From an optimization exercise on the open Yosys and OpenROAD flow, aimed at a short achievable clock period and few clock cycles per item; shortcuts taken in it are not production practice.
The RTL was checked by simulation tests, not by an equivalence proof against the original design.

==> run a <==
Design bilevel_run_length_encoder_unit, start of the top module:
module bilevel_run_length_encoder_unit (
    input  wire logic                             i_clk,
    input  wire logic                             i_rst_n,
    input  wire logic                             i_cfg_we,
    input  wire logic [blre_pkg::CFG_IDX_W-1:0]   i_cfg_idx,
    input  wire logic [blre_pkg::CFG_W-1:0]       i_cfg_data,
    input  wire logic                             i_in_valid,
    output logic                                  o_in_stall,
    input  wire logic                             i_pixel,
    output logic                                  o_out_valid,
    input  wire logic                             i_out_stall,
    output logic [7:0]                            o_out_byte,
    output logic                                  o_last_of_batch,
    output logic                                  o_end_of_image
);
Settings: LEC_CHECK=0, CAP_MARGIN=20, CORE_MARGIN=2, CORE_UTILIZATION=70, CTS_CLUSTER_DIAMETER=100, CTS_CLUSTER_SIZE=30, PLACE_DENSITY=0.85, SETUP_SLACK_MARGIN=5.0, SLEW_MARGIN=20; clock period 8.0 ns.
standard.sh (not shown) runs the stock make flow with config.mk's settings and CLKGATE_MAP_FILE= SYNTH_SCRIPT=/design/flow/synth_recipe.tcl, a recipe that flattens the netlist after the stock synthesis.
==> flow/flow/run.sh <==
#!/bin/bash
set -euo pipefail
W=$(pwd)
make -C "$FLOW_HOME" DESIGN_CONFIG="$W/config.mk" WORK_HOME="$W/orfs" CLKGATE_MAP_FILE= \
    SYNTH_SCRIPT="$W/synth_recipe.tcl" \
    CORE_UTILIZATION=70 CORE_MARGIN=2 PLACE_DENSITY=0.85 CAP_MARGIN=20 SLEW_MARGIN=20 \
    CTS_CLUSTER_SIZE=30 CTS_CLUSTER_DIAMETER=100 \
    SETUP_SLACK_MARGIN=5.6 finish > "$W/make_finish.log" 2>&1
R="$W/orfs/results/$FLOW_PLATFORM/bilevel_run_length_encoder_unit/base"
: # left out here: write the final layout as DEF
==> run b (differences from run a) <==
--- a/flow/design.v
+++ b/flow/design.v
@@ -7,27 +7,27 @@
     localparam int HGT_W     = 15;
     localparam int CFG_W     = 15;
     localparam int CFG_IDX_W = 2;
     localparam int V_W       = 24;    
     localparam int N_W       = 9;     
     localparam int K_W       = 5;
     localparam int B_W       = 6;     
-    localparam int EV_DEPTH  = 12;    
+    localparam int EV_DEPTH  = 10;    
     localparam int EV_AW     = $clog2(EV_DEPTH);
     localparam logic [CFG_IDX_W-1:0] CFG_IMAGE_WIDTH   = 2'd0;
     localparam logic [CFG_IDX_W-1:0] CFG_IMAGE_HEIGHT  = 2'd1;
     localparam logic [CFG_IDX_W-1:0] CFG_FILTER_ENABLE = 2'd2;
     typedef struct packed {
         logic           hdr;     
         logic           fbit;    
         logic           pad;     
         logic [N_W-1:0] ones;    
         logic [N_W-1:0] nbits;   
         logic [V_W-1:0] val;     
-        logic [K_W-1:0] sh;      
+        logic [K_W-1:0] k;       
     } t_code;
     typedef struct packed {
         logic           hdr;
         logic           fbit;
         logic           pad;
         logic [7:0]     m0;      
         logic [31:0]    w;       
@@ -71,22 +71,19 @@
 module blre_ctrl (
     input  wire logic                       i_clk,
     input  wire logic                       i_rst_n,
     input  wire logic [COL_W-1:0]           i_wm1,       
     input  wire logic [31:0]                i_pos_hi,    
     input  wire logic [31:0]                i_pos_lo,    
     input  wire logic [HGT_W-1:0]           i_hm1,       
-    input  wire logic                       i_w1,        
-    input  wire logic                       i_w2,        
-    input  wire logic                       i_h1,        
-    input  wire logic                       i_h2,        
     input  wire logic                       i_filt,
     input  wire logic                       i_in_valid,
     input  wire logic                       i_in_stall,
     input  wire logic                       i_pixel,
+    output logic [2:0]                      o_pix_vld,   
     output logic                            o_code_vld,
     output blre_pkg::t_code                 o_code
 );
     logic r00_v, r00_p;
     logic r0_v, r0_p;
     always_ff @(posedge i_clk) begin
         if (!i_rst_n) begin
@@ -95,101 +92,90 @@
         end else begin
             r00_v <= i_in_valid && !i_in_stall;
             r0_v  <= r00_v;
         end
         r00_p <= i_pixel;
         r0_p  <= r00_p;
     end
-    logic [COL_W-1:0] r_cl, cl;
-    logic [HGT_W-1:0] r_rl, rl;
-    logic             r_lc, r_lr;
+    logic [COL_W-1:0] r_col;
+    logic [HGT_W-1:0] r_row;
     logic             r_first;
     logic             r_rownz;
     logic             above;
     logic             last_col, last_row;
     logic             r1_v, r1_f, r1_first, r1_last;
     blre_ram #(.DEPTH(MAX_WIDTH), .HALF(32)) u_line (
         .i_clk    (i_clk),
         .i_en     (r0_v),
         .i_pos_hi (i_pos_hi),
         .i_pos_lo (i_pos_lo),
         .i_din    (r0_p),
         .o_dout   (above)
     );
-    always_comb begin
-        cl       = r_first ? i_wm1 : r_cl;
-        rl       = r_first ? i_hm1 : r_rl;
-        last_col = r_first ? i_w1 : r_lc;
-        last_row = r_first ? i_h1 : r_lr;
-    end
+    assign last_col = (r_col == i_wm1);
+    assign last_row = (r_row == i_hm1);
     always_ff @(posedge i_clk) begin
         if (!i_rst_n) begin
+            r_col   <= '0;
+            r_row   <= '0;
             r_first <= 1'b1;
             r_rownz <= 1'b0;
             r1_v    <= 1'b0;
         end else begin
             r1_v <= r0_v;
             if (r0_v) begin
                 r_first <= last_col && last_row;
                 if (last_col) begin
-                    r_rownz <= !last_row;
+                    r_col <= '0;
+                    if (last_row) begin
+                        r_row   <= '0;
+                        r_rownz <= 1'b0;
+                    end else begin
+                        r_row   <= r_row + HGT_W'(1);
+                        r_rownz <= 1'b1;
+                    end
+                end else begin
+                    r_col <= r_col + COL_W'(1);
                 end
             end
         end
     end
     always_ff @(posedge i_clk) begin
-        if (r0_v) begin
-            if (last_col) begin
-                r_cl <= i_wm1;
-                r_lc <= i_w1;
-                r_rl <= rl - HGT_W'(1);
-                r_lr <= r_first ? i_h2 : (r_rl == HGT_W'(1));
-            end else begin
-                r_cl <= cl - COL_W'(1);
-                r_lc <= r_first ? i_w2 : (r_cl == COL_W'(1));
-                r_rl <= rl;
-                r_lr <= last_row;
-            end
-        end
-    end
-    always_ff @(posedge i_clk) begin
         r1_f     <= r0_p ^ (i_filt && r_rownz && above);
         r1_first <= r_first;
         r1_last  <= last_col && last_row;
     end
+    assign o_pix_vld = {r00_v, r0_v, r1_v};
     logic             r_color;
     logic [V_W-1:0]   r_val;      
     logic [V_W-1:0]   r_mask;     
     logic             r_full;     
     logic [K_W-1:0]   r_k;
-    logic [K_W-1:0]   r_sh;       
     logic [N_W-1:0]   r_ones;     
     logic [N_W-1:0]   r_nb;       
     logic [N_W-1:0]   r_nbn;      
     logic [V_W-1:0]   i_val, i_mask;
     logic             i_full;
-    logic [K_W-1:0]   i_k, i_sh;
+    logic [K_W-1:0]   i_k;
     logic [N_W-1:0]   i_ones, i_nb, i_nbn;
     logic             differ, restart;
     always_comb begin
         if (r_full) begin
             i_val  = '0;
             i_mask = {r_mask[V_W-2:0], 1'b1};
             i_full = 1'b0;
             i_k    = r_k + K_W'(1);
-            i_sh   = r_sh - K_W'(1);
             i_ones = r_nb;
             i_nb   = r_nbn;
             i_nbn  = r_nbn + N_W'(r_k) + N_W'(2);
         end else begin
             i_val  = r_val + V_W'(1);
             i_mask = r_mask;
             i_full = (r_val == (r_mask ^ V_W'(2)));
             i_k    = r_k;
-            i_sh   = r_sh;
             i_ones = r_ones;
             i_nb   = r_nb;
             i_nbn  = r_nbn;
         end
         differ  = (r1_f != r_color);
         restart = r1_first || differ;
     end
@@ -197,24 +183,22 @@
         if (r1_v) begin
             r_color <= r1_f;
             if (restart) begin
                 r_val   <= '0;
                 r_mask  <= V_W'(1);
                 r_full  <= 1'b1;
                 r_k     <= K_W'(1);
-                r_sh    <= K_W'(V_W - 1);
                 r_ones  <= N_W'(0);
                 r_nb    <= N_W'(1);
                 r_nbn   <= N_W'(3);
             end else begin
                 r_val   <= i_val;
                 r_mask  <= i_mask;
                 r_full  <= i_full;
                 r_k     <= i_k;
-                r_sh    <= i_sh;
                 r_ones  <= i_ones;
                 r_nb    <= i_nb;
                 r_nbn   <= i_nbn;
             end
         end
     end
     always_ff @(posedge i_clk) begin
@@ -226,38 +210,39 @@
         o_code.hdr  <= r1_first;
         o_code.fbit <= r1_f;
         o_code.pad  <= r1_last;
         if (r1_first) begin
             o_code.ones  <= N_W'(0);
             o_code.nbits <= r1_last ? N_W'(1) : N_W'(0);
             o_code.val   <= '0;
-            o_code.sh    <= K_W'(V_W - 1);
+            o_code.k     <= K_W'(1);
         end else if (differ) begin
             o_code.ones  <= r_ones;
             o_code.nbits <= r1_last ? r_nb + N_W'(1) : r_nb;
             o_code.val   <= r_val;
-            o_code.sh    <= r_sh;
+            o_code.k     <= r_k;
         end else begin
             o_code.ones  <= i_ones;
             o_code.nbits <= i_nb;
             o_code.val   <= i_val;
-            o_code.sh    <= i_sh;
+            o_code.k     <= i_k;
         end
     end
 endmodule
 `default_nettype wire
 `timescale 1ns / 1ps
 `default_nettype none
 import blre_pkg::*;
 module blre_pack (
     input  wire logic             i_clk,
     input  wire logic             i_rst_n,
     input  wire logic [10:0]      i_we,       
     input  wire logic [HGT_W-1:0] i_he,       
     input  wire logic             i_filt,
+    input  wire logic [2:0]       i_pix_vld,
     input  wire logic             i_code_vld,
     input  wire blre_pkg::t_code  i_code,
     output logic                  o_in_stall,
     output logic                  o_out_valid,
     input  wire logic             i_out_stall,
     output logic [7:0]            o_out_byte,
     output logic                  o_last_of_batch,
@@ -281,15 +266,15 @@
         end
         a_hdr  <= i_code.hdr;
         a_fbit <= i_code.fbit;
         a_pad  <= i_code.pad;
         a_f    <= r_fch;
         a_q    <= {6'd0, r_fch} + i_code.ones;
         a_nby  <= B_W'(({6'd0, r_fch} + i_code.nbits + (i_code.pad ? N_W'(7) : N_W'(0))) >> 3);
-        a_val  <= i_code.val << i_code.sh;
+        a_val  <= i_code.val << (K_W'(V_W) - i_code.k);
     end
     logic           b_v, b_hdr, b_fbit, b_pad;
     logic [2:0]     b_f;
     logic [31:0]    b_w;
     logic [B_W-1:0] b_qb;
     logic           b_qbz, b_qb1;
     logic [B_W-1:0] b_nby;
@@ -323,54 +308,63 @@
         c_ev.inw  = b_qbz || b_qb1;
         c_ev.nby  = b_nby;
         c_ev.nz   = b_nz;
         c_ev.n1   = b_n1;
     end
     logic [EV_DEPTH*EV_W-1:0] r_q;
     logic [EV_DEPTH-1:0]      r_wp, r_rp;      
-    logic [EV_DEPTH-1:0]      r_cnt;           
+    logic [EV_AW:0]           r_cnt;
+    logic                     r_ne;            
     logic                     pop;
     logic [EV_W-1:0]          head_bits;
     blre_pkg::t_ev            head;
+    logic [2:0]               infl;
+    logic [EV_AW:0]           owed;
     always_comb begin
         head_bits = '0;
         for (int i = 0; i < EV_DEPTH; i++) begin
             head_bits = head_bits | (r_q[i*EV_W +: EV_W] & {EV_W{r_rp[i]}});
         end
     end
     assign head = blre_pkg::t_ev'(head_bits);
     always_ff @(posedge i_clk) begin
         for (int i = 0; i < EV_DEPTH; i++) begin
             if (r_wp[i]) begin
                 r_q[i*EV_W +: EV_W] <= c_ev;
             end
         end
     end
+    always_comb begin
+        infl = 3'(i_pix_vld[0]) + 3'(i_pix_vld[1]) + 3'(i_pix_vld[2])
+             + 3'(i_code_vld) + 3'(a_v) + 3'(b_v);
+        owed = r_cnt + (EV_AW+1)'(infl);
+    end
     always_ff @(posedge i_clk) begin
         if (!i_rst_n) begin
             r_wp       <= (EV_DEPTH)'(1);
             r_rp       <= (EV_DEPTH)'(1);
             r_cnt      <= '0;
+            r_ne       <= 1'b0;
             o_in_stall <= 1'b0;
         end else begin
             if (b_v) r_wp <= {r_wp[EV_DEPTH-2:0], r_wp[EV_DEPTH-1]};
             if (pop) r_rp <= {r_rp[EV_DEPTH-2:0], r_rp[EV_DEPTH-1]};
             if (b_v && !pop) begin
-                r_cnt <= {r_cnt[EV_DEPTH-2:0], 1'b1};
+                r_cnt <= r_cnt + (EV_AW+1)'(1);
+                r_ne  <= 1'b1;
             end else if (!b_v && pop) begin
-                r_cnt <= {1'b0, r_cnt[EV_DEPTH-1:1]};
+                r_cnt <= r_cnt - (EV_AW+1)'(1);
+                r_ne  <= (r_cnt != (EV_AW+1)'(1));
             end
-            o_in_stall <= r_cnt[EV_DEPTH-9];
+            o_in_stall <= (owed >= (EV_AW+1)'(EV_DEPTH - 2));
         end
     end
     logic             r_busy;
     logic             r_hdr;
     logic [2:0]       r_hcnt;
-    logic             r_h6;        
-    logic             r_L;         
     logic             r_fbit;
     logic             r_pad;
     logic             r_first;
     logic [7:0]       r_m0;
     logic [31:0]      r_w;
     logic [B_W-1:0]   r_ol;
     logic             r_inw;
@@ -407,23 +401,24 @@
             p_byte = r_w[31:24];
         end else begin
             p_byte = 8'hFF;
         end
         if (go) begin
             if (r_hdr) begin
                 push   = 1'b1;
-                p_last = r_h6 && r_nz;
+                p_last = (r_hcnt == 3'd6) && r_nz;
+                done   = (r_hcnt == 3'd6) && r_nz;
             end else begin
                 push   = !r_nz;
                 p_last = r_n1;
                 p_eoi  = r_n1 && r_pad;
+                done   = r_nz || r_n1;
             end
-            done = r_L;
         end
-        pop = (!r_busy || done) && r_cnt[0];
+        pop = (!r_busy || done) && r_ne;
     end
     always_ff @(posedge i_clk) begin
         if (!i_rst_n) begin
             r_busy <= 1'b0;
             r_acc  <= '0;
         end else begin
             if (go && !r_hdr) begin
@@ -446,47 +441,42 @@
             end
         end
     end
     always_ff @(posedge i_clk) begin
         if (pop) begin
             r_hdr   <= head.hdr;
             r_hcnt  <= '0;
-            r_h6    <= 1'b0;
-            r_L     <= !head.hdr && (head.nz || head.n1);
             r_fbit  <= head.fbit;
             r_pad   <= head.pad;
             r_first <= 1'b1;
             r_m0    <= head.m0;
             r_w     <= head.w;
             r_ol    <= head.ol;
             r_inw   <= head.inw;
             r_nby   <= head.nby;
             r_nz    <= head.nz;
             r_n1    <= head.n1;
         end else if (go) begin
             if (r_hdr) begin
                 r_hcnt <= r_hcnt + 3'd1;
-                r_h6   <= (r_hcnt == 3'd5);
-                r_L    <= r_h6 ? r_n1 : ((r_hcnt == 3'd5) && r_nz);
-                if (r_h6) begin
+                if (r_hcnt == 3'd6) begin
                     r_hdr <= 1'b0;
                 end
             end else begin
                 r_first <= 1'b0;
                 if (!r_first) begin
                     if (r_inw) begin
                         r_w <= {r_w[23:0], 8'h00};
                     end else begin
                         r_ol  <= r_ol - B_W'(1);
                         r_inw <= (r_ol == B_W'(1));
                     end
                 end
                 r_nby <= r_nby - B_W'(1);
                 r_n1  <= (r_nby == B_W'(2));
-                r_L   <= (r_nby == B_W'(2));
             end
         end
     end
     logic       r_ov, r_ol_o, r_oe;
     logic [7:0] r_ob;
     logic       r_cl, r_ce;
     logic [7:0] r_cb;
@@ -544,15 +534,15 @@
     logic [HGT_W-1:0] r_h;
     logic             r_f;
     logic [10:0]      r_we;
     logic [COL_W-1:0] r_wm1;
     logic [HGT_W-1:0] r_he;
     logic [HGT_W-1:0] r_hm1;
     logic [31:0]      r_pos_hi, r_pos_lo;
-    logic             r_w1, r_w2, r_h1, r_h2;    
+    logic [2:0]       pix_vld;
     logic             code_vld;
     blre_pkg::t_code  code;
     always_ff @(posedge i_clk) begin
         if (!i_rst_n) begin
             r_w <= WID_W'(1);
             r_h <= HGT_W'(1);
             r_f <= 1'b0;
@@ -578,43 +568,37 @@
         end else begin
             r_hm1 <= r_h - HGT_W'(1);
         end
         r_we     <= {1'b0, r_wm1} + 11'd1;
         r_he     <= r_hm1 + HGT_W'(1);
         r_pos_hi <= 32'd1 << r_wm1[9:5];
         r_pos_lo <= 32'd1 << r_wm1[4:0];
-        r_w1     <= (r_wm1 == COL_W'(0));
-        r_w2     <= (r_wm1 == COL_W'(1));
-        r_h1     <= (r_hm1 == HGT_W'(0));
-        r_h2     <= (r_hm1 == HGT_W'(1));
     end
     blre_ctrl u_ctrl (
         .i_clk      (i_clk),
         .i_rst_n    (i_rst_n),
         .i_wm1      (r_wm1),
         .i_pos_hi   (r_pos_hi),
         .i_pos_lo   (r_pos_lo),
         .i_hm1      (r_hm1),
-        .i_w1       (r_w1),
-        .i_w2       (r_w2),
-        .i_h1       (r_h1),
-        .i_h2       (r_h2),
         .i_filt     (r_f),
         .i_in_valid (i_in_valid),
         .i_in_stall (o_in_stall),
         .i_pixel    (i_pixel),
+        .o_pix_vld  (pix_vld),
         .o_code_vld (code_vld),
         .o_code     (code)
     );
     blre_pack u_pack (
         .i_clk           (i_clk),
         .i_rst_n         (i_rst_n),
         .i_we            (r_we),
         .i_he            (r_he),
         .i_filt          (r_f),
+        .i_pix_vld       (pix_vld),
         .i_code_vld      (code_vld),
         .i_code          (code),
         .o_in_stall      (o_in_stall),
         .o_out_valid     (o_out_valid),
         .i_out_stall     (i_out_stall),
         .o_out_byte      (o_out_byte),
         .o_last_of_batch (o_last_of_batch),
==> flow/run.sh (new file) <==
#!/bin/bash
# synth_recipe.tcl (not shown) runs the flow's synth.tcl, then flattens the netlist and writes it again
# the make line also repeats each setting of config.mk as NAME=value (left out here)
make -C /OpenROAD-flow-scripts/flow DESIGN_CONFIG=/design/flow/config.mk WORK_HOME=/design/flow/orfs CLKGATE_MAP_FILE= SYNTH_SCRIPT=/design/flow/synth_recipe.tcl finish
Settings changed: CORE_UTILIZATION 70 to 60, CTS_CLUSTER_DIAMETER 100 to unset, CTS_CLUSTER_SIZE 30 to unset, PLACE_DENSITY 0.85 to 0.75.
removed: flow/flow/run.sh
removed: flow/standard.sh
==> flow_summary.json <==
{
  "status": "timing/DRC/antenna clean",
  "worst-path-stages": 1,
  "antenna_found_initial": 10,
  "netlist_area_mm2": 0.09588,
  "powerSeq_mw": 13.5,
  "fin_nets": 6757,
  "grt_use_met2": 0.5033,
  "syn_avg_cell_area_um2": 13.79,
  "h-tree-depth": 3,
  "clk_share": 0.02527,
  "clkbuf_count": 151
}
The numbers above come from run a.

==> flow_summary.json <==
{
  "synthCells": 6654,
  "h-tree-depth": 4,
  "netlist_area_mm2": 0.09031,
  "reg_top3": "u_ctrl.u_line.r_sr: 1024 flops, u_pack.r_q: 570 flops, u_ctrl.o_code: 50 flops",
  "grt_use_met2": 0.4117,
  "syn_avg_cell_area_um2": 13.57,
  "status": "timing/DRC/antenna clean",
  "antenna_found_initial": 4,
  "design_area_mm2": 0.09936,
  "powerSeq_mw": 12.8,
  "ys_ff_latch": 2137,
  "clk_share": 0.06981,
  "clkbuf_count": 299,
  "fin_nets": 6601,
  "worst-path-stages": 12
}
The numbers above come from run b.

Testbench counts of run a, summed over its fixed seeds: cycles 87,169, pixels 86,579.
Testbench counts of run b, summed over its fixed seeds: cycles 87,171, pixels 86,579.

==> afterwards: timing with drivers on the ports <==
The flow's constraints put no driver on any port. The routed layouts listed below were extracted and timed again, unchanged, in two steps.
Step 1, drivers: a clkbuf_16 drives i_clk and a buf_2 each remaining input, both assumed.
Step 2 also shifts input and output timing later by t, the mid clock arrival at the registers, as if the neighbouring blocks saw the same clock.
Three values: no drivers, after step 1, after step 2; two values: the first two.
| run | t (ns) | setup WS [ns] | hold WS [ns] | worst setup path at the end | clock arrival spread, ns |
|---|---|---|---|---|---|
| run a | 0.828 | 5.132 / 5.050 / 4.844 | 0.335 / 0.335 / 0.335 | input to register | 0.037 / 0.037 |
| run b | 0.900 | 4.912 / 4.912 / 4.441 | 0.324 / 0.324 / 0.324 | input to register | 0.096 / 0.096 |
After both steps every run listed still meets setup and hold. For run b, which loses most, drivers alone change the setup slack by 0.000 ns; drivers and shift together by -0.471 ns.
